Background: an optimization exercise with open tools, aiming at a short achievable clock period, few clock cycles per item and low power. Do not read the settings as production practice. At most, simulation tests tie the RTL to the original design; equivalence was not proved. For runs 3 and 4, only the layout was checked, not whether the RTL still works. Power and IR drop assume default switching activity.

===== design/flow/standard.sh =====
#!/bin/bash
# synth_recipe.tcl (not shown) runs the flow's synth.tcl, then flattens the netlist and writes it again
# the make line also repeats each setting of config.mk as NAME=value (left out here)
make -C /OpenROAD-flow-scripts/flow DESIGN_CONFIG=/design/flow/config.mk WORK_HOME=/design/flow/orfs CLKGATE_MAP_FILE= SYNTH_SCRIPT=/design/flow/synth_recipe.tcl "${@:-finish}"

===== design/flow/design.v =====
package mipsPkg;
	typedef logic [31:0] wordT;
endpackage
`timescale 1ns/100ps
module pfxAdd #(
	parameter int W = 32
) (
	input  logic [W-1:0] a,
	input  logic [W-1:0] b,
	input  logic         cin,
	output logic [W-1:0] s,
	output logic         cout
);
	localparam int L = (W > 16) ? 5 : (W > 8) ? 4 : (W > 4) ? 3 : (W > 2) ? 2 : 1;
	logic [W-1:0] p0;
	logic [W-1:0] g [L+1];
	logic [W-1:0] p [L+1];
	assign p0   = a ^ b;
	assign g[0] = (a & b) | {{(W-1){1'b0}}, p0[0] & cin};
	assign p[0] = p0;
	for (genvar l = 0; l < L; l++) begin : lvl
		for (genvar i = 0; i < W; i++) begin : bit_
			if (i >= (1 << l)) begin : op
				assign g[l+1][i] = g[l][i] | (p[l][i] & g[l][i - (1 << l)]);
				assign p[l+1][i] = p[l][i] & p[l][i - (1 << l)];
			end else begin : pass
				assign g[l+1][i] = g[l][i];
				assign p[l+1][i] = p[l][i];
			end
		end
	end
	assign s    = p0 ^ {g[L][W-2:0], cin};
	assign cout = g[L][W-1];
endmodule
module pfxInc #(
	parameter int W = 30
) (
	input  logic [W-1:0] a,
	output logic [W-1:0] s
);
	localparam int L = (W > 16) ? 5 : (W > 8) ? 4 : (W > 4) ? 3 : (W > 2) ? 2 : 1;
	logic [W-1:0] c [L+1];
	assign c[0] = a;
	for (genvar l = 0; l < L; l++) begin : lvl
		for (genvar i = 0; i < W; i++) begin : bit_
			if (i >= (1 << l)) begin : op
				assign c[l+1][i] = c[l][i] & c[l][i - (1 << l)];
			end else begin : pass
				assign c[l+1][i] = c[l][i];
			end
		end
	end
	assign s = a ^ {c[L][W-2:0], 1'b1};
endmodule
`timescale 1ns/100ps
module cpuTop (
	input  logic        clk,
	input  logic        rst,
	output logic [31:0] pc,
	output logic        instReqValid,
	input  logic        instReqReady,
	input  logic [31:0] instruction,
	input  logic        instValid,
	output logic        instReady,
	output logic [31:0] memReqAddr,
	output logic [31:0] memReqWdata,
	output logic [3:0]  memReqStrb,
	output logic        memReqWrite,
	output logic        memReqValid,
	input  logic        memReqReady,
	input  logic [31:0] readData,
	input  logic        readValid,
	output logic        readReady,
	output logic        retireWen,
	output logic [4:0]  retireWaddr,
	output logic [31:0] retireWdata,
	output logic [31:0] retirePc,
	output logic        retireValid
);
	logic [31:0] pcF;        
	logic        fv;         
	logic        redirPend;  
	logic [2:0]  outst;      
	logic [2:0]  disc;       
	logic [31:0] respPc;     
	logic        irdy;       
	logic [11:0] ra;         
	assign pc           = pcF;
	assign instReqValid = fv;
	assign instReady    = irdy;
	assign readReady    = 1'b1;
	logic        xRedir;
	logic [31:0] xTgt;
	logic acc, take, dropping, keep;
	assign acc      = fv & instReqReady;
	assign take     = instValid & irdy;
	assign dropping = (disc != 3'd0);
	assign keep     = take & ~dropping & ~xRedir;
	logic [31:0] iw;
	logic [5:0]  iop;
	logic        iIsJ, iIsBr, iIsJr31, iPred;
	logic [31:0] respPc4;
	logic [31:0] iTgt;
	assign iw      = instruction;
	assign iop     = iw[31:26];
	assign iIsJ    = (iop[5:1] == 5'b00001);
	assign iIsBr   = (iop[5:2] == 4'b0001) | ((iop == 6'b000001) & (iw[20:17] == 4'b0000));
	assign iIsJr31 = (iop == 6'b000000) & (iw[5:0] == 6'b001000) & (iw[25:21] == 5'd31);
	logic        iIsJrK;
	logic [4:0]  kRt;
	logic [11:0] kLo;
	assign iIsJrK  = (iop == 6'b000000) & (iw[5:1] == 5'b00100) & (iw[25:21] == kRt) & ~iIsJr31;
	logic iBrGuess, iRsEqRt, iRsZero;
	assign iRsEqRt = (iw[25:21] == iw[20:16]);
	assign iRsZero = (iw[25:21] == 5'd0);
	always_comb begin
		case (iop[2:0])
			3'b100: iBrGuess = iRsEqRt;           
			3'b101: iBrGuess = ~iRsEqRt;          
			3'b110: iBrGuess = iRsZero;           
			3'b001: iBrGuess = iw[16];            
			default: iBrGuess = 1'b0;             
		endcase
	end
	assign iPred   = iIsJ | (iIsBr & (iw[15] | iBrGuess) & (iw[15:0] != 16'h0)) | iIsJr31 | iIsJrK;
	logic [29:0] respInc, brAdd;
	pfxInc #(.W(30)) incResp (.a(respPc[31:2]), .s(respInc));
	assign respPc4 = {respInc, respPc[1:0]};
	pfxAdd #(.W(30)) addBr (
		.a(respPc[31:2]), .b({{14{iw[15]}}, iw[15:0]}), .cin(1'b1), .s(brAdd), .cout()
	);
	assign iTgt    = iIsJ  ? {respPc4[31:28], iw[25:0], 2'b00}
	               : iIsBr ? {brAdd, respPc[1:0]}
	               : iIsJrK ? {respPc[31:12], kLo}
	               :         {respPc[31:12], ra};    
	logic iRedir;
	assign iRedir = keep & iPred;
	always_ff @(posedge clk) begin
		if (rst) begin
			kRt <= 5'd0;
			kLo <= 12'h0;
		end else if (keep & (iop == 6'b001101)) begin
			kRt <= iw[20:16];
			kLo <= iw[11:0];
		end
	end
	logic [29:0] pcFInc;
	pfxInc #(.W(30)) incF (.a(pcF[31:2]), .s(pcFInc));
	logic [2:0] outstN;
	assign outstN = outst + {2'b00, acc} - {2'b00, take};
	always_ff @(posedge clk) begin
		if (rst) begin
			pcF       <= 32'h0;
			fv        <= 1'b1;
			redirPend <= 1'b0;
			outst     <= 3'd0;
			disc      <= 3'd0;
			respPc    <= 32'h0;
		end else begin
			outst <= outstN;
			if (xRedir | iRedir) begin
				disc   <= outstN;
				respPc <= xRedir ? xTgt : iTgt;
				if (fv & ~instReqReady) begin
					redirPend <= 1'b1;
				end else begin
					pcF       <= xRedir ? xTgt : iTgt;
					fv        <= (outstN < 3'd2);
					redirPend <= 1'b0;
				end
			end else begin
				disc <= disc - {2'b00, take & dropping} + {2'b00, acc & redirPend};
				if (keep) respPc <= respPc4;
				if (acc) begin
					pcF       <= redirPend ? respPc : {pcFInc, pcF[1:0]};
					redirPend <= 1'b0;
				end
				if (acc | ~fv) fv <= (outstN < 3'd2);
			end
		end
	end
	logic        vD, skidV;
	logic [31:0] ir, pcD, skidI, skidPc;
	logic        predD, skidPred;
	logic        dAdv;
	logic        dFree;
	assign dFree = ~vD | dAdv;
	always_ff @(posedge clk) begin
		if (rst) begin
			vD    <= 1'b0;
			skidV <= 1'b0;
			irdy  <= 1'b1;
		end else if (xRedir) begin
			vD    <= 1'b0;
			skidV <= 1'b0;
			irdy  <= 1'b1;
		end else begin
			if (dFree) begin
				vD    <= skidV | keep;
				skidV <= 1'b0;
				irdy  <= 1'b1;
			end else if (keep) begin
				skidV <= 1'b1;
				irdy  <= 1'b0;
			end
		end
	end
	always_ff @(posedge clk) begin
		if (dFree) begin
			if (skidV) begin
				ir    <= skidI;
				pcD   <= skidPc;
				predD <= skidPred;
			end else begin
				ir    <= iw;
				pcD   <= respPc;
				predD <= iPred;
			end
		end
		if (~skidV) begin
			skidI    <= iw;
			skidPc   <= respPc;
			skidPred <= iPred;
		end
	end
	logic [5:0] op, fn;
	logic [4:0] rsA, rtA, rdA;
	assign op  = ir[31:26];
	assign fn  = ir[5:0];
	assign rsA = ir[25:21];
	assign rtA = ir[20:16];
	assign rdA = ir[15:11];
	logic       dKnown, dWen, dUseImm, dIsLd, dIsSt, dIsBr, dIsJr, dUns;
	logic       dUsesRs, dUsesRt, dIsLui, dIsLink, dVarSh;
	logic [4:0] dRd;
	logic [2:0] dAluOp;    
	logic [1:0] dShOp;     
	logic [1:0] dResSel;
	logic [2:0] dBrKind;   
	logic [1:0] dSize;     
	logic [1:0] dImmKind;  
	always_comb begin
		dKnown   = 1'b1;
		dWen     = 1'b0;
		dUseImm  = 1'b0;
		dIsLd    = 1'b0;
		dIsSt    = 1'b0;
		dIsBr    = 1'b0;
		dIsJr    = 1'b0;
		dUns     = 1'b0;
		dUsesRs  = 1'b0;
		dUsesRt  = 1'b0;
		dIsLui   = 1'b0;
		dIsLink  = 1'b0;
		dVarSh   = 1'b0;
		dRd      = 5'd0;
		dAluOp   = 3'd0;
		dShOp    = fn[1:0];
		dResSel  = 2'd0;
		dBrKind  = 3'd0;
		dSize    = op[1] ? 2'd2 : (op[0] ? 2'd1 : 2'd0);
		dImmKind = 2'd0;
		case (op)
			6'b000000: begin
				dWen    = 1'b1;
				dRd     = rdA;
				dUsesRs = 1'b1;
				dUsesRt = 1'b1;
				case (fn)
					6'b000000, 6'b000010, 6'b000011: begin
						dResSel = 2'd1;
						dUsesRs = 1'b0;
					end
					6'b000100, 6'b000110, 6'b000111: begin
						dResSel = 2'd1;
						dVarSh  = 1'b1;
					end
					6'b001000: begin
						dIsJr   = 1'b1;
						dWen    = 1'b0;
						dRd     = 5'd0;
						dUsesRt = 1'b0;
					end
					6'b001001: begin
						dIsJr   = 1'b1;
						dIsLink = 1'b1;
						dResSel = 2'd2;
						dUsesRt = 1'b0;
					end
					6'b100000, 6'b100001: dAluOp = 3'd0;
					6'b100010, 6'b100011: dAluOp = 3'd1;
					6'b100100: dAluOp = 3'd2;
					6'b100101: dAluOp = 3'd3;
					6'b100110: dAluOp = 3'd4;
					6'b100111: dAluOp = 3'd5;
					6'b101010: dAluOp = 3'd6;
					6'b101011: dAluOp = 3'd7;
					default: dKnown = 1'b0;
				endcase
			end
			6'b000001: begin
				dKnown  = (rtA[4:1] == 4'b0000);
				dIsBr   = 1'b1;
				dUsesRs = 1'b1;
				dBrKind = rtA[0] ? 3'd5 : 3'd4;
			end
			6'b000010: ;
			6'b000011: begin
				dWen    = 1'b1;
				dRd     = 5'd31;
				dIsLink = 1'b1;
				dResSel = 2'd2;
			end
			6'b000100, 6'b000101, 6'b000110, 6'b000111: begin
				dIsBr   = 1'b1;
				dUsesRs = 1'b1;
				dUsesRt = ~op[1];
				dBrKind = {1'b0, op[1:0]};
			end
			6'b001001, 6'b001010, 6'b001011, 6'b001100, 6'b001101, 6'b001110: begin
				dWen     = 1'b1;
				dRd      = rtA;
				dUseImm  = 1'b1;
				dUsesRs  = 1'b1;
				dImmKind = {1'b0, op[2]};
				case (op[2:0])
					3'b010: dAluOp = 3'd6;
					3'b011: dAluOp = 3'd7;
					3'b100: dAluOp = 3'd2;
					3'b101: dAluOp = 3'd3;
					3'b110: dAluOp = 3'd4;
					default: dAluOp = 3'd0;
				endcase
			end
			6'b001111: begin
				dWen    = 1'b1;
				dRd     = rtA;
				dIsLui  = 1'b1;
				dResSel = 2'd2;
			end
			6'b100000, 6'b100001, 6'b100011, 6'b100100, 6'b100101: begin
				dWen    = 1'b1;
				dRd     = rtA;
				dUseImm = 1'b1;
				dUsesRs = 1'b1;
				dIsLd   = 1'b1;
				dUns    = op[2];
			end
			6'b101000, 6'b101001, 6'b101011: begin
				dUseImm = 1'b1;
				dUsesRs = 1'b1;
				dUsesRt = 1'b1;
				dIsSt   = 1'b1;
			end
			default: dKnown = 1'b0;
		endcase
		if (!dKnown || ir == 32'h0) begin
			dWen    = 1'b0;
			dRd     = 5'd0;
			dIsLd   = 1'b0;
			dIsSt   = 1'b0;
			dIsBr   = 1'b0;
			dIsJr   = 1'b0;
			dIsLink = 1'b0;
			dUsesRs = 1'b0;
			dUsesRt = 1'b0;
			dResSel = 2'd0;
		end
	end
	logic [31:0] rf [1:31];
	logic [31:0] rfRs, rfRt;
	assign rfRs = (rsA == 5'd0) ? 32'h0 : rf[rsA];
	assign rfRt = (rtA == 5'd0) ? 32'h0 : rf[rtA];
	logic        vX, xDone;
	logic [31:0] xA, xB, xAux, pcX;
	logic        xWen, xIsLd, xIsSt, xIsBr, xIsJr, xIsLink, xUns, xPred, xOff0;
	logic [4:0]  xRd, xShamt;
	logic [2:0]  xBrKind;
	logic [1:0]  xShOp, xSize, xLop;
	logic        xSub, xSelAdd, xSelLog, xSelSlt, xSelSltu, xSelSh, xSelAux;
	logic [31:0] xRes;
	logic        vM, mv, ldWait;
	logic [31:0] resM, wdM, pcM;
	logic [3:0]  strbM;
	logic        mWen, mIsLd, mIsSt, mUns;
	logic [4:0]  mRd;
	logic [1:0]  mSize;
	logic [7:0]  ldByte;
	logic [15:0] ldHalf;
	logic [31:0] ldVal;
	assign ldByte = readData[{resM[1:0], 3'b000} +: 8];
	assign ldHalf = resM[1] ? readData[31:16] : readData[15:0];
	always_comb begin
		case (mSize)
			2'd0: ldVal = {{24{ldByte[7] & ~mUns}}, ldByte};
			2'd1: ldVal = {{16{ldHalf[15] & ~mUns}}, ldHalf};
			default: ldVal = readData;
		endcase
	end
	logic mDone, mAdv, xAdv, xFree;
	assign mDone = vM & (mIsLd ? (ldWait & readValid) : mIsSt ? memReqReady : 1'b1);
	assign mAdv  = ~vM | mDone;
	assign xAdv  = mAdv;
	assign xFree = ~vX | xAdv;
	logic [31:0] wbData;
	assign wbData = mIsLd ? ldVal : resM;
	logic [31:0] fwdRs, fwdRt;
	logic        xHitRs, xHitRt, mHitRs, mHitRt, rHitRs, rHitRt;
	logic        rv;
	logic [4:0]  rWaddr;
	logic [31:0] rWdata;
	assign rHitRs = rv & (rWaddr == rsA) & (rsA != 5'd0);
	assign rHitRt = rv & (rWaddr == rtA) & (rtA != 5'd0);
	assign xHitRs = vX & xWen & (xRd == rsA) & (rsA != 5'd0);
	assign xHitRt = vX & xWen & (xRd == rtA) & (rtA != 5'd0);
	assign mHitRs = vM & mWen & (mRd == rsA) & (rsA != 5'd0);
	assign mHitRt = vM & mWen & (mRd == rtA) & (rtA != 5'd0);
	assign fwdRs  = xHitRs ? xRes : mHitRs ? wbData : rHitRs ? rWdata : rfRs;
	assign fwdRt  = xHitRt ? xRes : mHitRt ? wbData : rHitRt ? rWdata : rfRt;
	logic hazard;
	assign hazard = (vX & xIsLd & ((xHitRs & dUsesRs) | (xHitRt & dUsesRt)))
	              | (mIsLd & ~mDone & ((mHitRs & dUsesRs) | (mHitRt & dUsesRt)));
	assign dAdv   = vD & xFree & ~hazard;
	logic [31:0] dImm, dB, dAux;
	logic [29:0] dPcBr, dPcInc, dPcLink;
	logic        selSt, selLui, selBr;
	assign dImm   = (op[5:2] == 4'b0011) ? {16'h0, ir[15:0]} : {{16{ir[15]}}, ir[15:0]};
	assign dB     = (op[5:3] == 3'b001 || op[5:4] == 2'b10) ? dImm : fwdRt;
	pfxAdd #(.W(30)) addPcD (
		.a(pcD[31:2]), .b({{14{ir[15]}}, ir[15:0]}), .cin(1'b1), .s(dPcBr), .cout()
	);
	pfxInc #(.W(30)) incPcD (.a(pcD[31:2]), .s(dPcInc));
	pfxInc #(.W(30)) incPcD2 (.a(dPcInc), .s(dPcLink));
	assign selSt  = (op[5:3] == 3'b101);
	assign selLui = (op[5:3] == 3'b001);
	assign selBr  = (op[5:2] == 4'b0001) | (op == 6'b000001);
	assign dAux   = selSt  ? fwdRt
	              : selLui ? {ir[15:0], 16'h0}
	              : selBr  ? {dPcBr, pcD[1:0]}
	              :          {dPcLink, pcD[1:0]};
	always_ff @(posedge clk) begin
		if (rst) begin
			vX    <= 1'b0;
			xDone <= 1'b0;
		end else begin
			if (xRedir) begin
				vX    <= xFree ? 1'b0 : vX;
				xDone <= ~xFree;
			end else if (xFree) begin
				vX    <= dAdv;
				xDone <= 1'b0;
			end
		end
	end
	always_ff @(posedge clk) begin
		if (xFree) begin
			xA      <= fwdRs;
			xB      <= dB;
			xAux    <= dAux;
			pcX     <= pcD;
			xWen    <= dWen;
			xRd     <= dRd;
			xIsLd   <= dIsLd;
			xIsSt   <= dIsSt;
			xIsBr   <= dIsBr;
			xIsJr   <= dIsJr;
			xIsLink <= dIsLink;
			xUns    <= dUns;
			xPred   <= predD;
			xOff0   <= (ir[15:0] == 16'h0);
			xBrKind <= dBrKind;
			xShOp   <= dShOp;
			xSub     <= (dAluOp != 3'd0);
			xLop     <= dAluOp[1:0];
			xSelAdd  <= (dResSel == 2'd0) & (dAluOp[2:1] == 2'b00);
			xSelLog  <= (dResSel == 2'd0) & ((dAluOp == 3'd2) | (dAluOp == 3'd3) | (dAluOp == 3'd4) | (dAluOp == 3'd5));
			xSelSlt  <= (dResSel == 2'd0) & (dAluOp == 3'd6);
			xSelSltu <= (dResSel == 2'd0) & (dAluOp == 3'd7);
			xSelSh   <= (dResSel == 2'd1);
			xSelAux  <= (dResSel == 2'd2);
			xSize   <= dSize;
			xShamt  <= ir[2] ? fwdRs[4:0] : ir[10:6];
		end
	end
	logic [31:0] sum, logRes, shRes;
	logic        cout, lt, ltu, eq;
	pfxAdd #(.W(32)) addX (.a(xA), .b(xB ^ {32{xSub}}), .cin(xSub), .s(sum), .cout(cout));
	assign ltu = ~cout;
	assign lt  = (xA[31] ^ xB[31]) ? xA[31] : sum[31];
	assign eq  = (xA == xB);
	always_comb begin
		case (xLop)
			2'b10: logRes = xA & xB;       
			2'b11: logRes = xA | xB;       
			2'b00: logRes = xA ^ xB;       
			default: logRes = ~(xA | xB);  
		endcase
	end
	logic [31:0] shIn, shOut;
	logic        shLeft;
	assign shLeft = ~xShOp[1];
	always_comb begin
		for (int i = 0; i < 32; i++) shIn[i] = shLeft ? xB[31 - i] : xB[i];
	end
	assign shOut = $signed({xShOp[0] & xB[31], shIn}) >>> xShamt;
	always_comb begin
		for (int i = 0; i < 32; i++) shRes[i] = shLeft ? shOut[31 - i] : shOut[i];
	end
	assign xRes = ({32{xSelAdd}} & sum)
	            | ({32{xSelLog}} & logRes)
	            | {31'h0, (xSelSlt & lt) | (xSelSltu & ltu)}
	            | ({32{xSelSh}} & shRes)
	            | ({32{xSelAux}} & xAux);
	logic cond;
	always_comb begin
		case (xBrKind)
			3'd0: cond = eq;
			3'd1: cond = ~eq;
			3'd2: cond = xA[31] | (xA == 32'h0);
			3'd3: cond = ~xA[31] & (xA != 32'h0);
			3'd4: cond = xA[31];
			default: cond = ~xA[31];
		endcase
	end
	logic [31:0] pcNext, pcX4;
	logic        xMis;
	assign pcNext = vD ? pcD : respPc;
	logic [29:0] pcXInc;
	pfxInc #(.W(30)) incX (.a(pcX[31:2]), .s(pcXInc));
	assign pcX4   = {pcXInc, pcX[1:0]};
	assign xMis   = (xIsBr & ((cond & ~xOff0) ^ xPred)) | (xIsJr & (xA != pcNext));
	assign xRedir = vX & xMis & ~xDone;
	assign xTgt   = xIsJr ? xA : cond ? xAux : pcX4;
	always_ff @(posedge clk) begin
		if (rst) begin
			ra <= 12'h0;
		end else if (vX & xIsLink & ~xDone) begin
			ra <= xAux[11:0];
		end
	end
	logic [3:0] xStrb;
	logic [31:0] xWd;
	always_comb begin
		case (xSize)
			2'd0: begin
				xStrb = 4'b0001 << sum[1:0];
				xWd   = {4{xAux[7:0]}};
			end
			2'd1: begin
				xStrb = sum[1] ? 4'b1100 : 4'b0011;
				xWd   = {2{xAux[15:0]}};
			end
			default: begin
				xStrb = 4'b1111;
				xWd   = xAux;
			end
		endcase
	end
	always_ff @(posedge clk) begin
		if (rst) begin
			vM     <= 1'b0;
			mv     <= 1'b0;
			ldWait <= 1'b0;
		end else if (mAdv) begin
			vM     <= vX;
			mv     <= vX & (xIsLd | xIsSt);
			ldWait <= 1'b0;
		end else if (mv & memReqReady) begin
			mv     <= 1'b0;
			ldWait <= mIsLd;
		end
	end
	always_ff @(posedge clk) begin
		if (mAdv) begin
			resM  <= xRes;
			wdM   <= xWd;
			strbM <= xIsSt ? xStrb : 4'b0000;
			pcM   <= pcX;
			mWen  <= xWen;
			mRd   <= xRd;
			mIsLd <= xIsLd;
			mIsSt <= xIsSt;
			mUns  <= xUns;
			mSize <= xSize;
		end
	end
	assign memReqAddr  = {resM[31:2], 2'b00};
	assign memReqWdata = wdM;
	assign memReqStrb  = strbM;
	assign memReqWrite = mIsSt;
	assign memReqValid = mv;
	always_ff @(posedge clk) begin
		if (rv & (rWaddr != 5'd0)) begin
			rf[rWaddr] <= rWdata;
		end
	end
	logic        rWen;
	logic [31:0] rPc;
	always_ff @(posedge clk) begin
		if (rst) begin
			rv <= 1'b0;
		end else begin
			rv <= mDone;
		end
		rPc    <= pcM;
		rWen   <= mWen;
		rWaddr <= mWen ? mRd : 5'd0;
		rWdata <= mWen ? wbData : 32'h0;
	end
	assign retireValid = rv;
	assign retireWen   = rWen;
	assign retireWaddr = rWaddr;
	assign retireWdata = rWdata;
	assign retirePc    = rPc;
endmodule

===== design/flow/config.mk =====
export PLATFORM = sky130hd
export DESIGN_NAME = cpuTop
export DESIGN_NICKNAME = cpuTop
export VERILOG_FILES = /design/flow/design.v
export SDC_FILE = /design/flow/constraint.sdc
export NUM_CORES = 4
export LEC_CHECK = 0
export CAP_MARGIN = 20
export CORE_MARGIN = 2
export CORE_UTILIZATION = 40
export CTS_BUF_LIST = sky130_fd_sc_hd__clkbuf_16
export CTS_CLUSTER_DIAMETER = 70
export CTS_CLUSTER_SIZE = 30
export SLEW_MARGIN = 20

===== design/flow/constraint.sdc =====
create_clock -name core_clock -period 11.0 [get_ports {clk}]
set_input_delay 2.2000 -clock core_clock [delete_from_list [all_inputs] [get_ports {clk}]]
set_output_delay 2.2000 -clock core_clock [all_outputs]
set_load 0.01 [all_outputs]

===== design/flow/flow/run.sh =====
#!/bin/bash
set -euo pipefail
bash standard.sh SETUP_SLACK_MARGIN=7 finish > standard_flow.log 2>&1

==> results of run 1 <==
cell type report:
type	instances	area, sq um
diodes	7	17.52
clock buffers	105	2628
clock inverters	91	1261
fillers	18690	112000
inverters	163	645.6
multi-input cells	4277	40930
flip-flops and latches	1586	45170
well taps	2838	3551
repair buffers	748	7739
through the flow:
| stage | std cells | hold WS (ns) | power (mW) | area, sq um |
|---|---|---|---|---|
| CTS | 9681 | 0.3505 | 15.00 | 99300 |
| global route | 9810 | 0.3580 | 15.70 | 101900 |
| floorplan | 6513 | 0.3233 | 8.903 | 86540 |
| detailed placement | 9300 | 0.3269 | 10.25 | 92110 |
| global placement | 9300 | 0.3253 | 10.24 | 92100 |
| finish | 9815 | 0.3520 | 15.31 | 101900 |
where the power goes:
part / leakage, nW / switching, mW / total, mW / internal [mW]
clock: 1.88 / 2.51 / 4.52 / 2.01
sequential: 14.8 / 0.351 / 7.11 / 6.76
combinational: 18.1 / 2.15 / 3.67 / 1.52
per-layer routing:
layer	GRT usage, %	share of wire (%)	up-vias
li1	-	-	26470
met3	4.754	9.7	830
met1	38.90	38	32440
met5	0	0.010	-
met2	45.79	46	4088
met4	16.65	7.1	6
placed cells by master, fill, tap and decap left out, types with 38 or more instances in the layout:
cell type	count
sky130_fd_sc_hd__a211oi_1	177
sky130_fd_sc_hd__a21o_1	85
sky130_fd_sc_hd__a21oi_1	307
sky130_fd_sc_hd__a21oi_2	73
sky130_fd_sc_hd__a221oi_1	38
sky130_fd_sc_hd__buf_12	55
sky130_fd_sc_hd__buf_4	346
sky130_fd_sc_hd__buf_6	73
sky130_fd_sc_hd__clkbuf_16	116
sky130_fd_sc_hd__clkdlybuf4s50_1	138
sky130_fd_sc_hd__dfxtp_1	208
sky130_fd_sc_hd__dlygate4sd2_1	52
sky130_fd_sc_hd__edfxtp_1	1331
sky130_fd_sc_hd__ha_1	118
sky130_fd_sc_hd__inv_1	142
sky130_fd_sc_hd__mux2_2	130
sky130_fd_sc_hd__mux2i_1	253
sky130_fd_sc_hd__mux4_2	589
sky130_fd_sc_hd__nand2_1	390
sky130_fd_sc_hd__nand3_1	84
sky130_fd_sc_hd__nand4_1	42
sky130_fd_sc_hd__nor2_1	392
sky130_fd_sc_hd__nor3_1	84
sky130_fd_sc_hd__nor4_1	39
sky130_fd_sc_hd__o211ai_1	43
sky130_fd_sc_hd__o21ai_0	232
sky130_fd_sc_hd__o21ai_1	58
sky130_fd_sc_hd__o21ai_2	38
sky130_fd_sc_hd__xnor2_1	160
sky130_fd_sc_hd__xor2_1	125
how the worst max path moves through the flow:
stage / start / endpoint / slack, ns / depth (start not counted)
3_3_place_gp: instruction[1] / pcF[11]$_SDFFE_PP0P_ / 4.62 / 9
6_report: xA[21]$_DFFE_PP_ / pcF[23]$_SDFFE_PP0P_ / 6.69 / 17
2_1_floorplan: memReqReady / pcX[0]$_DFFE_PP_ / 4.97 / 6
3_5_place_dp: instruction[1] / pcF[11]$_SDFFE_PP0P_ / 4.55 / 9
4_1_cts: instruction[0] / respPc[24]$_SDFFE_PP0P_ / 6.72 / 15
5_1_grt: instruction[0] / respPc[24]$_SDFFE_PP0P_ / 6.63 / 15
kinds of logic after synthesis:
logic type      Yosys count
flops                  1586
compound gates         1441
simple gates           1366
mux                     994
buf+inv                 658
xor+xnor                297
fa+ha+maj               168
other cells               2
worst reg2reg max path, stage by stage (launching register included):
cell and delay (ns):
sky130_fd_sc_hd__edfxtp_1 0.37, sky130_fd_sc_hd__buf_6 0.19, sky130_fd_sc_hd__inv_1 0.08, sky130_fd_sc_hd__ha_1 0.32
sky130_fd_sc_hd__nor4_4 0.18, sky130_fd_sc_hd__nand4_1 0.30, sky130_fd_sc_hd__or2_1 0.34, sky130_fd_sc_hd__a221o_1 0.41
sky130_fd_sc_hd__nor2_4 0.19, sky130_fd_sc_hd__buf_12 0.15, sky130_fd_sc_hd__mux2i_4 0.08, sky130_fd_sc_hd__buf_6 0.12
sky130_fd_sc_hd__buf_6 0.11, sky130_fd_sc_hd__buf_4 0.16, sky130_fd_sc_hd__o211ai_1 0.66, sky130_fd_sc_hd__o41ai_4 0.26
sky130_fd_sc_hd__a21oi_1 0.19, sky130_fd_sc_hd__a21oi_1 0.08
state kept, by name, summed over array words and instances (netlist names), 32 cells and up, named ones only:
signal and cells:
xA 32, wdM 32, pcM 32, skidPc 32, xB 32, pcX 32, xAux 32, rWdata 32
rPc 32, pcF 32, resM 32, skidI 32, respPc 32, rf 992, pcD 32, ir 32
timing repair:
| item | 4_1_cts | 5_1_grt |
|---|---|---|
| setup endpoints to repair | 533 | 223 |
| gates cloned | 24 | 11 |
| resized for setup | 648 | 355 |
| pin swaps | 107 | 142 |
| setup buffers | 161 | 116 |
==> impl_metrics.py, run 1 <==
metrics = {
    "synthesis": {
        "synth_area_leader_cell": "sky130_fd_sc_hd__edfxtp_1",
        "yosys_warning_total": 9,
        "avgSynthCellArea_sq_um": 13.20,
        "yosys.area_share.simple_pct": 7.497,
        "cell_variety_after_synth": 102,
        "ys_async_sr_fraction_pct": 0,
        "synth_area_sq_um": 85930,
        "yosys-mux-area-fraction_pct": 20.36,
        "dominant_combinational_cell_family_by_area_after_synthesis": "multiplexers",
        "yosys_most_used_dff": "sky130_fd_sc_hd__edfxtp_1",
        "post-synth-top-count-cell": "sky130_fd_sc_hd__edfxtp_1",
        "synth_instances": 6512,
        "post_synthesis_sequential_element_count": 1586,
        "synth_top_cells_by_area": "sky130_fd_sc_hd__edfxtp_1 (47%), sky130_fd_sc_hd__mux4_2 (15%), sky130_fd_sc_hd__dfxtp_1 (5.9%)",
        "synthXorXnorAreaFrac_pct": 3.027,
        "synth_edf_count": 1331,
        "yosys.area_share.adder_pct": 2.490,
        "synth.cells.most_frequent": "sky130_fd_sc_hd__edfxtp_1 (1,331), sky130_fd_sc_hd__mux4_2 (589), sky130_fd_sc_hd__nor2_1 (434), sky130_fd_sc_hd__nand2_1 (397), sky130_fd_sc_hd__a21oi_1 (391)",
        "synth-compound-area-share_pct": 10.94,
        "synthDominantCellAreaShare_pct": 46.51,
        "sequential_fraction_of_the_synthesis_area_pct": 52.45,
    },
    "timing": {
        "fmaxAchievable_ghz": 0.2319,
        "grt_setup_unrepaired": "true",
        "tightestPinTransition_ns": 1.127,
        "timing.slew.headroom_pct": 24.08,
        "final.period_utilization_pct": 39.20,
        "worst_slack_ns": 6.688,
        "skew_ns": 0.09040,
        "timing.final.crit_period_ns": 4.312,
        "report.final.slew_viol_count": 0,
        "hold_viol_final": 0,
        "setup_viol": 0,
        "timing.setup.tns_ns": 0,
    },
    "global_routing": {
        "antenna_found_initial": 10,
        "grt_pass1_wl_microns": 457600,
        "largest_net_degree_at_the_start_of_global_routing": 79,
        "grt.total_usage_pct": 29.32,
        "grt_overflow": 0,
        "grt_pass1_vias": 59780,
    },
    "hold_path": {
        "min_to": "rPc[12]$_DFF_P_",
        "worstHoldStart": "pcM[12]$_DFFE_PP_",
        "hold_path_depth": 0,
        "hold_class": "reg2reg",
    },
    "worst_setup_path": {
        "r2r_setup_slack_ns": 6.69,
        "timing.critical_path.required_ns": 11.69,
        "timing.critical_path.from_type": "register",
        "reg2reg_depth": 17,
        "max_stage_delay_ns": 0.66,
        "critical_path.reg2reg.startpoint": "xA[21]$_DFFE_PP_",
        "worst_setup_path_end_kind": "register",
        "crit_path_cell_trace": "buf_6 > inv_1 > ha_1 > nor4_4 > nand4_1 > or2_1 > a221o_1 > nor2_4 > buf_12 > mux2i_4 > buf_6 > buf_6 > buf_4 > o211ai_1 > o41ai_4 > a21oi_1 > a21oi_1",
        "timing.critical_path.max_delay_family": "compound AO/OA/AOI/OAI gates",
        "critical_path_class": "reg2reg",
        "critical_path.reg2reg.endpoint": "pcF[23]$_SDFFE_PP0P_",
        "worst-path-max-fanout": 6,
        "cp_num_buf_inv": 6,
        "crit_path_frequent_cell": "sky130_fd_sc_hd__buf_6",
        "critical-path-slowest-cell": "sky130_fd_sc_hd__o211ai_1",
        "critPathArrivalTime_ns": 5.00,
    },
    "power": {
        "power_density_nw_per_um2": 150.1,
        "power_leakage_nw": 34.78,
        "ir_drop_uv": 128.3,
    },
    "clock_tree": {
        "tritoncts_num_sinks": 1586,
        "clock_path_buffers": 3,
        "worst_skew_pair.late_latency_ns": 0.85,
        "clk_pin_slew_ns": 0.10,
        "cts.hold.buffers_added": 0,
        "ctsRootBufferMaster": "sky130_fd_sc_hd__clkbuf_16",
        "numCtsBuffers": 103,
        "clock_tree.htree_level_count": 3,
        "cts_tree": "done",
    },
    "routing": {
        "num_vias": 63830,
        "route.antenna.remaining_nets": 0,
        "via_per_inst": 6.504,
        "drt-wirelength-per-cell_microns": 33.80,
        "detail_route.first_pass.iterations": 7,
        "remaining_design_rule_violation_count": 0,
        "finalWirelength_microns": 331700,
        "drt_iter0_drc": 9674,
    },
    "placed_design": {
        "place.gp.congestion": 0.9863,
        "buffer_ports.inserted": 242,
        "place_worst_setup_slack_ns": 4.552,
        "place.detailed.hpwl_microns": 211300,
    },
    "floorplan": {
        "dieArea_sq_um": 218600,
        "floorplan.rows": 170,
        "initial_core_utilization_pct": 40.16,
        "chipHeight_microns": 467.5,
        "io-pin-count": 246,
        "core_region_area_sq_um": 214000,
        "die_w_microns": 467.5,
    },
    "run_status": {
        "result_of_the_run": "finished clean",
    },
    "final_layout": {
        "finalCoreUtilization_pct": 47.64,
        "area_growth_pct": 18.64,
        "nets_finish": 7117,
        "fraction_of_layout_instances_using_a_drive_strength_above_1_pct": 28.31,
    },
    "run": {
        "max_capacitance_violation_total": 0,
    },
}
Testbench counts, summed over its fixed seeds: cycles 37,667, instructions 28,386.
==> run 2: changes to the inputs <==
--- a/design/flow/config.mk
+++ b/design/flow/config.mk
@@ -7,7 +7,7 @@
 export LEC_CHECK = 0
 export CAP_MARGIN = 20
 export CORE_MARGIN = 2
-export CORE_UTILIZATION = 40
+export CORE_UTILIZATION = 55
 export CTS_BUF_LIST = sky130_fd_sc_hd__clkbuf_16
 export CTS_CLUSTER_DIAMETER = 70
 export CTS_CLUSTER_SIZE = 30
==> run 2 against run 1 <==
Against the previous run:
- count of clock-buffer cells in the layout rose by 6
- critical path depth decreased by 3
- setup slack worse by 0.12 ns
- synthesized cell count did not move
- register-to-register slack got worse by 0.12 ns
- routed wire length up 2.9%
- sequential power is 0.6% lower
- power up 3.4%
- clock skew down 0.011 ns
- maximum frequency down 2.6%
- critical endpoint is now respPc[16]$_SDFFE_PP0P_
==> impl_metrics.py, run 2 <==
metrics = {
    "run_status": {
        "result_of_the_run": "finished clean",
    },
    "clock_tree": {
        "numCtsBuffers": 109,
        "worst_skew_pair.late_latency_ns": 0.82,
        "tritoncts_num_sinks": 1586,
        "cts.hold.buffers_added": 0,
        "clock_path_buffers": 3,
        "cts_tree": "done",
        "clk_pin_slew_ns": 0.12,
        "clock_tree.htree_level_count": 3,
        "ctsRootBufferMaster": "sky130_fd_sc_hd__clkbuf_16",
    },
    "floorplan": {
        "initial_core_utilization_pct": 55.20,
        "core_region_area_sq_um": 155700,
        "chipHeight_microns": 399.3,
        "floorplan.rows": 145,
        "io-pin-count": 246,
        "dieArea_sq_um": 159400,
        "die_w_microns": 399.3,
    },
    "worst_setup_path": {
        "max_stage_delay_ns": 0.90,
        "critical-path-slowest-cell": "sky130_fd_sc_hd__o21ai_0",
        "timing.critical_path.required_ns": 11.72,
        "worst_setup_path_end_kind": "register",
        "crit_path_cell_trace": "inv_1 > ha_2 > nor4_4 > nand4_1 > or2_1 > a221o_1 > nor2_4 > buf_4 > bufbuf_16 > o21ai_0 > o21ai_0 > mux2_4 > o21ai_2 > a21oi_1",
        "crit_path_frequent_cell": "sky130_fd_sc_hd__o21ai_0",
        "critical_path_class": "reg2reg",
        "timing.critical_path.from_type": "register",
        "r2r_setup_slack_ns": 6.57,
        "critPathArrivalTime_ns": 5.15,
        "worst-path-max-fanout": 11,
    },
    "synthesis": {
        "cell_variety_after_synth": 102,
        "post-synth-top-count-cell": "sky130_fd_sc_hd__edfxtp_1",
        "avgSynthCellArea_sq_um": 13.20,
        "yosys_most_used_dff": "sky130_fd_sc_hd__edfxtp_1",
        "yosys_warning_total": 9,
        "synthDominantCellAreaShare_pct": 46.51,
        "ys_async_sr_fraction_pct": 0,
        "synth_instances": 6512,
        "synth_area_leader_cell": "sky130_fd_sc_hd__edfxtp_1",
        "synth.cells.most_frequent": "sky130_fd_sc_hd__edfxtp_1 (1,331), sky130_fd_sc_hd__mux4_2 (589), sky130_fd_sc_hd__nor2_1 (434), sky130_fd_sc_hd__nand2_1 (397), sky130_fd_sc_hd__a21oi_1 (391)",
        "synth_edf_count": 1331,
        "post_synthesis_sequential_element_count": 1586,
        "synth_top_cells_by_area": "sky130_fd_sc_hd__edfxtp_1 (47%), sky130_fd_sc_hd__mux4_2 (15%), sky130_fd_sc_hd__dfxtp_1 (5.9%)",
        "sequential_fraction_of_the_synthesis_area_pct": 52.45,
        "synth_area_sq_um": 85930,
    },
    "global_routing": {
        "grt.total_usage_pct": 42.04,
        "grt_pass1_vias": 60880,
        "grt_overflow": 0,
        "grt_pass1_wl_microns": 469400,
        "antenna_found_initial": 16,
        "largest_net_degree_at_the_start_of_global_routing": 103,
    },
    "placed_design": {
        "buffer_ports.inserted": 242,
        "placedCellCount": 8532,
        "place.detailed.hpwl_microns": 214300,
        "place.gp.congestion": 1.074,
    },
    "power": {
        "power_leakage_nw": 35.32,
        "p_total_mw": 15.83,
        "ir_drop_uv": 183.3,
        "power_density_nw_per_um2": 155.0,
    },
    "timing": {
        "grt_setup_unrepaired": "true",
        "tightestPinTransition_ns": 1.225,
        "timing.setup.tns_ns": 0,
        "fmaxAchievable_ghz": 0.2259,
        "setup_viol": 0,
        "final.period_utilization_pct": 40.25,
        "hold_viol_final": 0,
        "report.final.slew_viol_count": 0,
        "skew_ns": 0.07983,
        "timing.slew.headroom_pct": 17.70,
        "timing.final.crit_period_ns": 4.427,
    },
    "final_layout": {
        "largest_register_ff_count": 992,
        "fraction_of_layout_instances_using_a_drive_strength_above_1_pct": 29.26,
        "mostFrequentLayoutCell": "sky130_fd_sc_hd__edfxtp_1",
        "sequential_cell_area_sq_um": 45200,
        "fillCellCount": 11390,
        "finalNonFillerCells": 9102,
        "nets_finish": 7176,
        "area_growth_pct": 18.86,
        "commonest_cells_after_routing_fill_and_taps_aside": "sky130_fd_sc_hd__edfxtp_1 (1,331), sky130_fd_sc_hd__mux4_2 (589), sky130_fd_sc_hd__buf_4 (414)",
        "top_register": "rf",
        "multi_input_comb_area_sq_um": 41210,
    },
    "routing": {
        "via_per_inst": 7.227,
        "drt_iter0_drc": 10020,
        "detail_route.first_pass.iterations": 9,
        "drt-wirelength-per-cell_microns": 37.51,
        "finalWirelength_microns": 341500,
        "num_vias": 65780,
        "remaining_design_rule_violation_count": 0,
        "route.antenna.remaining_nets": 0,
    },
    "run": {
        "max_capacitance_violation_total": 0,
    },
    "hold_path": {
        "hold_class": "reg2reg",
    },
}
==> run 2: report_power, final <==
part,internal (mW),switching (mW),leakage (nW)
combinational,1.63,2.34,18.4
sequential,6.76,0.310,14.8
clock,2.20,2.59,2.03
total,10.6,5.24,35.3
==> run 2: cells by family (layout without fill, tap and decap cells) <==
kind of cell / count (synthesis) / after routing / synth area share [%]
multiplexers: 994 / 994 / 20.36
buffers and inverters: 658 / 1171 / 3.227
XOR/XNOR: 297 / 297 / 3.027
other: 2 / 13 / 0.008740
adder cells (fa/ha/maj): 168 / 168 / 2.490
AND/OR/NAND/NOR: 1366 / 1371 / 7.497
AO/OA/AOI/OAI: 1441 / 1444 / 10.94
flip-flops: 1586 / 1586 / 52.45
==> run 2: what timing repair did <==
action | 4_1_cts | 5_1_grt
pin swaps | 110 | 137
endpoints found under the setup margin | 597 | 249
resized for setup | 710 | 269
setup buffers | 168 | 148
cloned | 30 | 6
==> run 2: final cells by class <==
type                    count  area share [%]
repair buffers            800           8.031
inverters                 163          0.6309
diodes                     10         0.02450
well taps                2058           2.521
multi-input cells        4277           40.35
repair inverters            1        0.007350
clock inverters            96           1.458
clock buffers             111           2.720
flip-flops and latches   1586           44.25
==> run 2: worst paths after layout <==
path | startpoint | end | depth (start not counted)
worst max-delay path | xA[31]$_DFFE_PP_ | respPc[16]$_SDFFE_PP0P_ | 14
worst min-delay path | pcM[5]$_DFFE_PP_ | rPc[5]$_DFF_P_ | 0
worst max register to register | xA[31]$_DFFE_PP_ | respPc[16]$_SDFFE_PP0P_ | 14
worst min register to register | pcM[5]$_DFFE_PP_ | rPc[5]$_DFF_P_ | 0
==> run 2: per-layer routing <==
metal	share of wire, %	global-route usage (%)	wire (microns)
met5	0.033	0	114
met4	7.8	24.48	26540
met1	36	55.64	122400
met3	13	11.75	43030
met2	44	62.40	149400
==> run 2: worst max-delay path, delay by kind of cell (launching register included) <==
family	cells	cell delay [ns]
AOI/OAI and AO/OA	5	1.53
adders and majority gates	1	0.33
muxes	1	0.36
and+or+nand+nor	4	1.04
buffers and inverters	3	0.60
DFF	1	0.49
==> run 2: per-stage QoR <==
step	instance area, sq um	setup WS, ns	util [%]	hold slack (ns)
final	102100	6.573	65.61	0.3475
after global routing	102100	6.651	65.60	0.3589
after CTS	99630	6.719	64.01	0.3492
after detailed placement	91280	4.594	58.64	0.3269
after global placement	91250	4.599	58.62	0.3247
after floorplan	86540	4.970	-	0.3233
==> run 3: changes to the inputs <==
--- a/design/flow/design.v
+++ b/design/flow/design.v
@@ -374,6 +374,7 @@
 	logic        vX, xDone;
 	logic [31:0] xA, xB, xAux, pcX;
 	logic        xWen, xIsLd, xIsSt, xIsBr, xIsJr, xIsLink, xUns, xPred, xOff0;
+	logic        xEq, xAZero;    
 	logic [4:0]  xRd, xShamt;
 	logic [2:0]  xBrKind;
 	logic [1:0]  xShOp, xSize, xLop;
@@ -468,6 +469,8 @@
 			xUns    <= dUns;
 			xPred   <= predD;
 			xOff0   <= (ir[15:0] == 16'h0);
+			xEq     <= (fwdRs == fwdRt);
+			xAZero  <= (fwdRs == 32'h0);
 			xBrKind <= dBrKind;
 			xShOp   <= dShOp;
 			xSub     <= (dAluOp != 3'd0);
@@ -487,7 +490,7 @@
 	pfxAdd #(.W(32)) addX (.a(xA), .b(xB ^ {32{xSub}}), .cin(xSub), .s(sum), .cout(cout));
 	assign ltu = ~cout;
 	assign lt  = (xA[31] ^ xB[31]) ? xA[31] : sum[31];
-	assign eq  = (xA == xB);
+	assign eq  = xEq;
 	always_comb begin
 		case (xLop)
 			2'b10: logRes = xA & xB;       
@@ -516,8 +519,8 @@
 		case (xBrKind)
 			3'd0: cond = eq;
 			3'd1: cond = ~eq;
-			3'd2: cond = xA[31] | (xA == 32'h0);
-			3'd3: cond = ~xA[31] & (xA != 32'h0);
+			3'd2: cond = xA[31] | xAZero;
+			3'd3: cond = ~xA[31] & ~xAZero;
 			3'd4: cond = xA[31];
 			default: cond = ~xA[31];
 		endcase
--- a/design/flow/config.mk
+++ b/design/flow/config.mk
@@ -7,7 +7,7 @@
 export LEC_CHECK = 0
 export CAP_MARGIN = 20
 export CORE_MARGIN = 2
-export CORE_UTILIZATION = 55
+export CORE_UTILIZATION = 40
 export CTS_BUF_LIST = sky130_fd_sc_hd__clkbuf_16
 export CTS_CLUSTER_DIAMETER = 70
 export CTS_CLUSTER_SIZE = 30
==> run 3 against run 2 <==
Against the previous run:
- highest routed layer unchanged
- largest power group unchanged
- largest cell class unchanged
- maximum frequency is 3.8% lower
- still clean on timing, DRC and antenna
- count of clock-buffer cells in the layout is 9 lower
- power is 1.8% higher
==> impl_metrics.py, run 3 <==
metrics = {
    "run_status": {
        "result_of_the_run": "finished clean",
    },
    "floorplan": {
        "dieArea_sq_um": 226200,
        "core_region_area_sq_um": 221700,
        "io-pin-count": 246,
        "chipHeight_microns": 475.7,
        "die_w_microns": 475.7,
        "floorplan.rows": 173,
        "initial_core_utilization_pct": 40.15,
    },
    "final_layout": {
        "fillCellCount": 19560,
        "commonest_cells_after_routing_fill_and_taps_aside": "sky130_fd_sc_hd__edfxtp_1 (1,333), sky130_fd_sc_hd__mux4_2 (555), sky130_fd_sc_hd__nand2_1 (495)",
        "mostFrequentLayoutCell": "sky130_fd_sc_hd__edfxtp_1",
        "top_register": "rf",
        "sequential_cell_area_sq_um": 45240,
        "fraction_of_layout_instances_using_a_drive_strength_above_1_pct": 26.48,
        "nets_finish": 7624,
        "largest_register_ff_count": 992,
        "area_growth_pct": 18.41,
        "multi_input_comb_area_sq_um": 43840,
        "finalCoreUtilization_pct": 47.54,
        "finalNonFillerCells": 10460,
    },
    "clock_tree": {
        "worst_skew_pair.late_latency_ns": 0.85,
        "tritoncts_num_sinks": 1588,
        "numCtsBuffers": 102,
        "clock_tree.htree_level_count": 3,
        "cts.hold.buffers_added": 0,
        "clk_pin_slew_ns": 0.10,
        "clock_path_buffers": 3,
        "cts_tree": "done",
        "ctsRootBufferMaster": "sky130_fd_sc_hd__clkbuf_16",
    },
    "timing": {
        "grt_setup_unrepaired": "true",
        "timing.slew.headroom_pct": 23.62,
        "tightestPinTransition_ns": 1.146,
        "timing.setup.tns_ns": 0,
        "hold_viol_final": 0,
        "setup_viol": 0,
        "skew_ns": 0.09440,
        "fmaxAchievable_ghz": 0.2174,
        "report.final.slew_viol_count": 0,
        "timing.final.crit_period_ns": 4.600,
        "final.period_utilization_pct": 41.82,
    },
    "worst_setup_path": {
        "timing.critical_path.from_type": "input pin",
        "timing.critical_path.required_ns": 11.62,
        "worst-path-max-fanout": 4,
        "r2r_setup_slack_ns": 6.42,
        "critPathArrivalTime_ns": 5.22,
        "worst_setup_path_end_kind": "register",
        "critical_path_class": "in2reg",
    },
    "global_routing": {
        "antenna_found_initial": 23,
        "largest_net_degree_at_the_start_of_global_routing": 69,
        "grt_pass1_vias": 64930,
        "grt_overflow": 0,
        "grt.total_usage_pct": 30.61,
        "grt_pass1_wl_microns": 495000,
    },
    "synthesis": {
        "sequential_fraction_of_the_synthesis_area_pct": 50.72,
        "synth_edf_count": 1333,
        "synth_instances": 7071,
        "synth_area_sq_um": 88980,
        "synth_area_leader_cell": "sky130_fd_sc_hd__edfxtp_1",
        "yosys.area_share.adder_pct": 2.390,
        "synth-compound-area-share_pct": 11.84,
        "post_synthesis_sequential_element_count": 1588,
        "synth.cells.most_frequent": "sky130_fd_sc_hd__edfxtp_1 (1,333), sky130_fd_sc_hd__mux4_2 (555), sky130_fd_sc_hd__nand2_1 (504), sky130_fd_sc_hd__nor2_1 (488), sky130_fd_sc_hd__o21ai_0 (345)",
        "avgSynthCellArea_sq_um": 12.58,
        "yosys_warning_total": 9,
        "synth_top_cells_by_area": "sky130_fd_sc_hd__edfxtp_1 (45%), sky130_fd_sc_hd__mux4_2 (14%), sky130_fd_sc_hd__dfxtp_1 (5.7%)",
        "yosys.area_share.simple_pct": 9.013,
        "dominant_combinational_cell_family_by_area_after_synthesis": "multiplexers",
        "yosys-mux-area-fraction_pct": 19.43,
        "synthXorXnorAreaFrac_pct": 3.150,
        "post-synth-top-count-cell": "sky130_fd_sc_hd__edfxtp_1",
        "ys_async_sr_fraction_pct": 0,
        "cell_variety_after_synth": 94,
        "yosys_most_used_dff": "sky130_fd_sc_hd__edfxtp_1",
        "synthDominantCellAreaShare_pct": 44.98,
    },
    "power": {
        "power_leakage_nw": 37.04,
        "p_total_mw": 16.12,
        "ir_drop_uv": 139.7,
        "power_density_nw_per_um2": 153.0,
    },
    "routing": {
        "route.antenna.remaining_nets": 0,
        "remaining_design_rule_violation_count": 0,
        "drt_iter0_drc": 9783,
        "drt-wirelength-per-cell_microns": 34.14,
        "via_per_inst": 6.566,
        "detail_route.first_pass.iterations": 7,
        "finalWirelength_microns": 357100,
        "num_vias": 68680,
    },
    "placed_design": {
        "place.detailed.hpwl_microns": 226400,
        "buffer_ports.inserted": 242,
        "place.gp.congestion": 0.9786,
        "placedCellCount": 9928,
    },
    "hold_path": {
        "hold_class": "reg2reg",
    },
    "run": {
        "max_capacitance_violation_total": 0,
    },
}
run 3: timing repair:
item                                    CTS  global route
setup buffers                           212            85
cloned                                   24             9
gates resized for setup                 727           261
pin swaps                               104           113
endpoints found under the setup margin  470           253
run 3: stage by stage:
step	area, sq um	hold WS (ns)	worst slack (ns)
4_1_cts	103400	0.3508	6.539
2_1_floorplan	89840	0.3233	5.404
6_report	105400	0.3501	6.400
5_1_grt	105400	0.3594	6.336
3_5_place_dp	95220	0.3269	4.520
3_3_place_gp	95220	0.3328	4.501
run 3: kinds of logic (layout without fill, tap and decap cells):
logic type | count (synthesis) | in the layout
compound gates | 1579 | 1581
fa+ha+maj | 167 | 167
buf+inv | 708 | 1105
simple gates | 1689 | 1694
xor+xnor | 320 | 320
other cells | 2 | 11
flops | 1588 | 1588
mux | 1018 | 1018
run 3: critical path: stages:
cell	delay, ns
sky130_fd_sc_hd__clkdlybuf4s50_1	0.49
sky130_fd_sc_hd__mux2_2	0.30
sky130_fd_sc_hd__a21oi_1	0.22
sky130_fd_sc_hd__a31o_2	0.29
sky130_fd_sc_hd__mux2i_1	0.23
sky130_fd_sc_hd__nand2_1	0.13
sky130_fd_sc_hd__nand2_1	0.18
sky130_fd_sc_hd__or4_4	0.59
sky130_fd_sc_hd__nor4_4	0.22
sky130_fd_sc_hd__nand4_1	0.15
sky130_fd_sc_hd__nor3_2	0.20
run 3: routing by layer:
metal  vias to the layer above  GRT usage, %  part of all wire, %
met5                         -             0                0.032
met4                        18         16.64                  6.5
met3                       949         6.157                   11
met2                      4329         48.31                   46
met1                     35060         39.63                   37
li1                      28320             -                    -
run 3: where the power goes:
part	internal, mW	switching, mW
Combinational	1.74	2.52
Sequential	6.83	0.432
Clock	1.96	2.64
run 3: area by class of cell:
class | instances | area share, %
multi-input cells | 4783 | 41.61
repair inverters | 1 | 0.007125
clock buffers | 102 | 2.422
repair buffers | 763 | 7.518
clock inverters | 91 | 1.386
diodes | 8 | 0.01900
inverters | 148 | 0.5700
flip-flops and latches | 1588 | 42.94
well taps | 2975 | 3.533
run 3: path summary, 6_finish.rpt:
check | from | to | cells past startpoint
setup / recovery | readData[9] | xAZero$_DFFE_PP_ | 11
hold / removal | pcM[2]$_DFFE_PP_ | rPc[2]$_DFF_P_ | 0
setup reg to reg | xSub$_DFFE_PP_ | xAZero$_DFFE_PP_ | 16
hold reg to reg | pcM[2]$_DFFE_PP_ | rPc[2]$_DFF_P_ | 0
==> run 4: changes to the inputs <==
--- a/design/flow/design.v
+++ b/design/flow/design.v
@@ -374,7 +374,6 @@
 	logic        vX, xDone;
 	logic [31:0] xA, xB, xAux, pcX;
 	logic        xWen, xIsLd, xIsSt, xIsBr, xIsJr, xIsLink, xUns, xPred, xOff0;
-	logic        xEq, xAZero;    
 	logic [4:0]  xRd, xShamt;
 	logic [2:0]  xBrKind;
 	logic [1:0]  xShOp, xSize, xLop;
@@ -469,8 +468,6 @@
 			xUns    <= dUns;
 			xPred   <= predD;
 			xOff0   <= (ir[15:0] == 16'h0);
-			xEq     <= (fwdRs == fwdRt);
-			xAZero  <= (fwdRs == 32'h0);
 			xBrKind <= dBrKind;
 			xShOp   <= dShOp;
 			xSub     <= (dAluOp != 3'd0);
@@ -490,22 +487,26 @@
 	pfxAdd #(.W(32)) addX (.a(xA), .b(xB ^ {32{xSub}}), .cin(xSub), .s(sum), .cout(cout));
 	assign ltu = ~cout;
 	assign lt  = (xA[31] ^ xB[31]) ? xA[31] : sum[31];
-	assign eq  = xEq;
+	assign eq  = (xA == xB);
+	logic [31:0] lA, lB, sB;
+	assign lA = xA & {32{xSelLog}};
+	assign lB = xB & {32{xSelLog}};
+	assign sB = xB & {32{xSelSh}};
 	always_comb begin
 		case (xLop)
-			2'b10: logRes = xA & xB;       
-			2'b11: logRes = xA | xB;       
-			2'b00: logRes = xA ^ xB;       
-			default: logRes = ~(xA | xB);  
+			2'b10: logRes = lA & lB;       
+			2'b11: logRes = lA | lB;       
+			2'b00: logRes = lA ^ lB;       
+			default: logRes = ~(lA | lB);  
 		endcase
 	end
 	logic [31:0] shIn, shOut;
 	logic        shLeft;
 	assign shLeft = ~xShOp[1];
 	always_comb begin
-		for (int i = 0; i < 32; i++) shIn[i] = shLeft ? xB[31 - i] : xB[i];
+		for (int i = 0; i < 32; i++) shIn[i] = shLeft ? sB[31 - i] : sB[i];
 	end
-	assign shOut = $signed({xShOp[0] & xB[31], shIn}) >>> xShamt;
+	assign shOut = $signed({xShOp[0] & sB[31], shIn}) >>> xShamt;
 	always_comb begin
 		for (int i = 0; i < 32; i++) shRes[i] = shLeft ? shOut[31 - i] : shOut[i];
 	end
@@ -519,8 +520,8 @@
 		case (xBrKind)
 			3'd0: cond = eq;
 			3'd1: cond = ~eq;
-			3'd2: cond = xA[31] | xAZero;
-			3'd3: cond = ~xA[31] & ~xAZero;
+			3'd2: cond = xA[31] | (xA == 32'h0);
+			3'd3: cond = ~xA[31] & (xA != 32'h0);
 			3'd4: cond = xA[31];
 			default: cond = ~xA[31];
 		endcase
--- a/design/flow/config.mk
+++ b/design/flow/config.mk
@@ -8,7 +8,6 @@
 export CAP_MARGIN = 20
 export CORE_MARGIN = 2
 export CORE_UTILIZATION = 40
-export CTS_BUF_LIST = sky130_fd_sc_hd__clkbuf_16
-export CTS_CLUSTER_DIAMETER = 70
-export CTS_CLUSTER_SIZE = 30
+export CTS_BUF_LIST = sky130_fd_sc_hd__clkbuf_8
+export CTS_CLUSTER_SIZE = 24
 export SLEW_MARGIN = 20
==> run 4 against run 3 <==
Against the previous run:
- register-to-register slack got worse by 0.05 ns
- power grew 0.38%
- highest routed layer unchanged
- via count down 3.0%
==> impl_metrics.py, run 4 <==
metrics = {
    "clock_tree": {
        "clock_path_buffers": 4,
        "clk_pin_slew_ns": 0.06,
        "numCtsBuffers": 286,
        "worst_skew_pair.late_latency_ns": 1.05,
        "clock_tree.htree_level_count": 5,
        "ctsRootBufferMaster": "sky130_fd_sc_hd__clkbuf_8",
        "cts_tree": "done",
        "tritoncts_num_sinks": 1586,
    },
    "final_layout": {
        "top_register": "rf",
        "finalCoreUtilization_pct": 48.77,
        "post-route-cell-area_sq_um": 104700,
        "finalNonFillerCells": 10320,
        "largest_register_ff_count": 992,
        "fillCellCount": 18500,
        "nets_finish": 7526,
        "fraction_of_layout_instances_using_a_drive_strength_above_1_pct": 30.03,
        "commonest_cells_after_routing_fill_and_taps_aside": "sky130_fd_sc_hd__edfxtp_1 (1,331), sky130_fd_sc_hd__mux4_2 (586), sky130_fd_sc_hd__nand2_1 (537)",
        "mostFrequentLayoutCell": "sky130_fd_sc_hd__edfxtp_1",
        "area_growth_pct": 21.11,
    },
    "power": {
        "p_total_mw": 16.18,
        "ir_drop_uv": 132.9,
        "power_density_nw_per_um2": 154.6,
        "power_leakage_nw": 37.76,
    },
    "hold_path": {
        "hold_class": "reg2reg",
    },
    "timing": {
        "worst_hold_slack_ns": 0.3149,
        "skew_ns": 0.09393,
        "timing.slew.headroom_pct": 10.31,
        "timing.setup.tns_ns": 0,
        "timing.final.crit_period_ns": 4.633,
        "tightestPinTransition_ns": 1.344,
        "setup_viol": 0,
        "grt_setup_unrepaired": "true",
        "fmaxAchievable_ghz": 0.2158,
        "report.final.slew_viol_count": 0,
        "worst_slack_ns": 6.367,
        "hold_viol_final": 0,
        "final.period_utilization_pct": 42.12,
    },
    "synthesis": {
        "yosys_warning_total": 9,
        "dominant_combinational_cell_family_by_area_after_synthesis": "multiplexers",
        "cell_variety_after_synth": 97,
        "synth-compound-area-share_pct": 10.39,
        "synth_area_leader_cell": "sky130_fd_sc_hd__edfxtp_1",
        "post_synthesis_sequential_element_count": 1586,
        "sequential_fraction_of_the_synthesis_area_pct": 52.15,
        "yosys.area_share.adder_pct": 2.476,
        "synthXorXnorAreaFrac_pct": 3.273,
        "post-synth-top-count-cell": "sky130_fd_sc_hd__edfxtp_1",
        "synthDominantCellAreaShare_pct": 46.25,
        "synth.cells.most_frequent": "sky130_fd_sc_hd__edfxtp_1 (1,331), sky130_fd_sc_hd__mux4_2 (583), sky130_fd_sc_hd__nand2_1 (549), sky130_fd_sc_hd__nor2_1 (470), sky130_fd_sc_hd__a21oi_1 (350)",
        "avgSynthCellArea_sq_um": 12.91,
        "yosys-mux-area-fraction_pct": 20.06,
        "synth_top_cells_by_area": "sky130_fd_sc_hd__edfxtp_1 (46%), sky130_fd_sc_hd__mux4_2 (15%), sky130_fd_sc_hd__dfxtp_1 (5.9%)",
        "yosys_most_used_dff": "sky130_fd_sc_hd__edfxtp_1",
        "ys_async_sr_fraction_pct": 0,
        "synth_edf_count": 1331,
        "synth_instances": 6692,
        "yosys.area_share.simple_pct": 8.339,
        "synth_area_sq_um": 86430,
    },
    "floorplan": {
        "chipHeight_microns": 468.8,
        "initial_core_utilization_pct": 40.27,
        "die_w_microns": 468.8,
        "core_region_area_sq_um": 214600,
        "floorplan.rows": 170,
        "io-pin-count": 246,
        "dieArea_sq_um": 219800,
    },
    "global_routing": {
        "grt.total_usage_pct": 30.47,
        "grt_overflow": 0,
        "antenna_found_initial": 19,
        "grt_pass1_wl_microns": 475100,
        "grt_pass1_vias": 62880,
        "largest_net_degree_at_the_start_of_global_routing": 109,
    },
    "worst_setup_path": {
        "crit_path_frequent_cell": "sky130_fd_sc_hd__a222oi_1",
        "reg2reg_depth": 12,
        "cp-startpoint": "xShOp[1]$_DFFE_PP_",
        "worst-path-max-fanout": 5,
        "timing.critical_path.from_type": "register",
        "r2r_setup_slack_ns": 6.37,
        "critPathArrivalTime_ns": 5.34,
        "critical_path_class": "reg2reg",
        "timing.critical_path.required_ns": 11.71,
        "max_stage_delay_ns": 0.88,
        "crit_path_cell_trace": "buf_12 > buf_16 > mux4_2 > mux2_4 > a22o_4 > o21ai_2 > nand2_2 > a222oi_1 > o2111ai_2 > buf_6 > a222oi_1 > o21ai_1",
        "worst_setup_path_end_kind": "register",
        "critical_path.reg2reg.endpoint": "xAux[23]$_DFFE_PP_",
        "critPathCapture": "xAux[23]$_DFFE_PP_",
        "critical-path-slowest-cell": "sky130_fd_sc_hd__a222oi_1",
        "critical_path.reg2reg.startpoint": "xShOp[1]$_DFFE_PP_",
    },
    "placed_design": {
        "placedInstanceArea_sq_um": 92520,
        "placedCellCount": 9435,
        "place.gp.congestion": 0.9799,
        "place_worst_setup_slack_ns": 4.466,
        "buffer_ports.inserted": 242,
        "place.detailed.hpwl_microns": 209700,
    },
    "routing": {
        "route.antenna.remaining_nets": 0,
        "finalWirelength_microns": 346600,
        "via_per_inst": 6.455,
        "detail_route.first_pass.iterations": 9,
        "drt-wirelength-per-cell_microns": 33.59,
        "remaining_design_rule_violation_count": 0,
        "drt_iter0_drc": 9567,
        "num_vias": 66590,
    },
    "run": {
        "max_capacitance_violation_total": 0,
    },
    "run_status": {
        "result_of_the_run": "finished clean",
    },
}
[run 4: cell count changes after synthesis, sizes merged, moves of 28 or more]
cell and change:
mux2i -72, a22oi -55, o22ai -48, nand2 +45
mux4 +32, and2 -29, nor2b -29, xor2 +28
[run 4: area by class of cell]
cell class,instances,area [sq um],share of cell area (%)
Timing Repair Buffer,826,8876,8.480
Sequential cell,1586,45300,43.28
Tap cell,2838,3551,3.393
Multi-Input combinational cell,4431,41140,39.31
Timing Repair inverter,1,7.507,0.007172
Inverter,156,619.3,0.5917
Antenna cell,7,17.52,0.01674
Clock inverter,158,835.8,0.7985
Clock buffer,314,4322,4.129
[run 4: how the worst min path moves through the flow]
stage                                  from              end  slack, ns  cells past startpoint
after floorplan            pcM[0]$_DFFE_PP_   rPc[0]$_DFF_P_       0.32                      0
after detailed placement  pcM[13]$_DFFE_PP_  rPc[13]$_DFF_P_       0.33                      0
after global routing      pcM[24]$_DFFE_PP_  rPc[24]$_DFF_P_       0.31                      0
after CTS                 pcM[24]$_DFFE_PP_  rPc[24]$_DFF_P_       0.31                      0
after global placement    pcM[11]$_DFFE_PP_  rPc[11]$_DFF_P_       0.33                      0
final                     pcM[24]$_DFFE_PP_  rPc[24]$_DFF_P_       0.31                      0
[run 4: timing repair]
| action | 4_1_cts | 5_1_grt |
|---|---|---|
| setup endpoints to repair | 632 | 280 |
| gates cloned | 51 | 8 |
| pin swaps | 48 | 136 |
| buffers inserted | 197 | 147 |
| gates resized for setup | 945 | 344 |
| hold buffers | 0 | 0 |
[run 4: cells by family after synthesis]
kind of cell	after synthesis
flip-flops	1586
AND/OR/NAND/NOR	1573
AO/OA/AOI/OAI	1376
multiplexers	980
buffers and inverters	684
XOR/XNOR	323
adder cells (fa/ha/maj)	168
other	2
[run 4: critical path: cells and delay by family (launching register included)]
family          cells  cell delay [ns]
simple gates        1             0.11
mux                 2             0.85
buf+inv             3             0.50
compound gates      6             2.36
flops               1             0.46
[run 4: power breakdown]
part | internal, mW | leakage [nW] | switching (mW)
Clock | 2.76 | 2.92 | 2.50
Combinational | 1.53 | 19.7 | 2.17
Sequential | 6.80 | 15.2 | 0.422
[run 4: metal layers]
layer / up-vias / global-route usage (%) / share of wire [%] / wire, microns
li1: 27370 / - / - / -
met1: 33780 / 38.89 / 36 / 126300
met2: 4423 / 46.75 / 45 / 156000
met3: 1014 / 8.361 / 12 / 40150
met4: 12 / 17.38 / 6.9 / 23960
met5: - / 0 / 0.032 / 112

## port drivers added, routing unchanged
No port has a modelled driver above. Below, the same layouts with a new extraction and two added sets of constraints.
Step 1: set_driving_cell puts a clkbuf_16 on clk and a buf_2 on each other input, an assumption about the parent block.
Step 2 moves the port delays by t, midway between the first and last clock arrival at a register: inputs arrive t later, outputs are due t later. That takes back most of the time a late clock gives input paths.
Three values: no drivers, after step 1, after step 2; two values: the first two.
run | shift t [ns] | setup slack, ns | worst setup path at the end | worst data-port slew with drivers (ns) | pins driven straight from the clock port
run 1 | 0.887 | 6.688 / 6.688 / 5.908 | input to register | 0.10 | 1
run 2 | 0.866 | 6.573 / 6.573 / 5.941 | input to register | 0.07 | 1
run 3 | 0.891 | 6.400 / 6.422 / 5.573 | input to register | 0.10 | 1
run 4 | 1.096 | 6.367 / 6.367 / 5.624 | input to register | 0.09 | 1
After both steps every run listed still meets setup and hold. The setup slack of run 3, which loses most, moves by +0.022 ns with the drivers and by -0.827 ns with both steps.
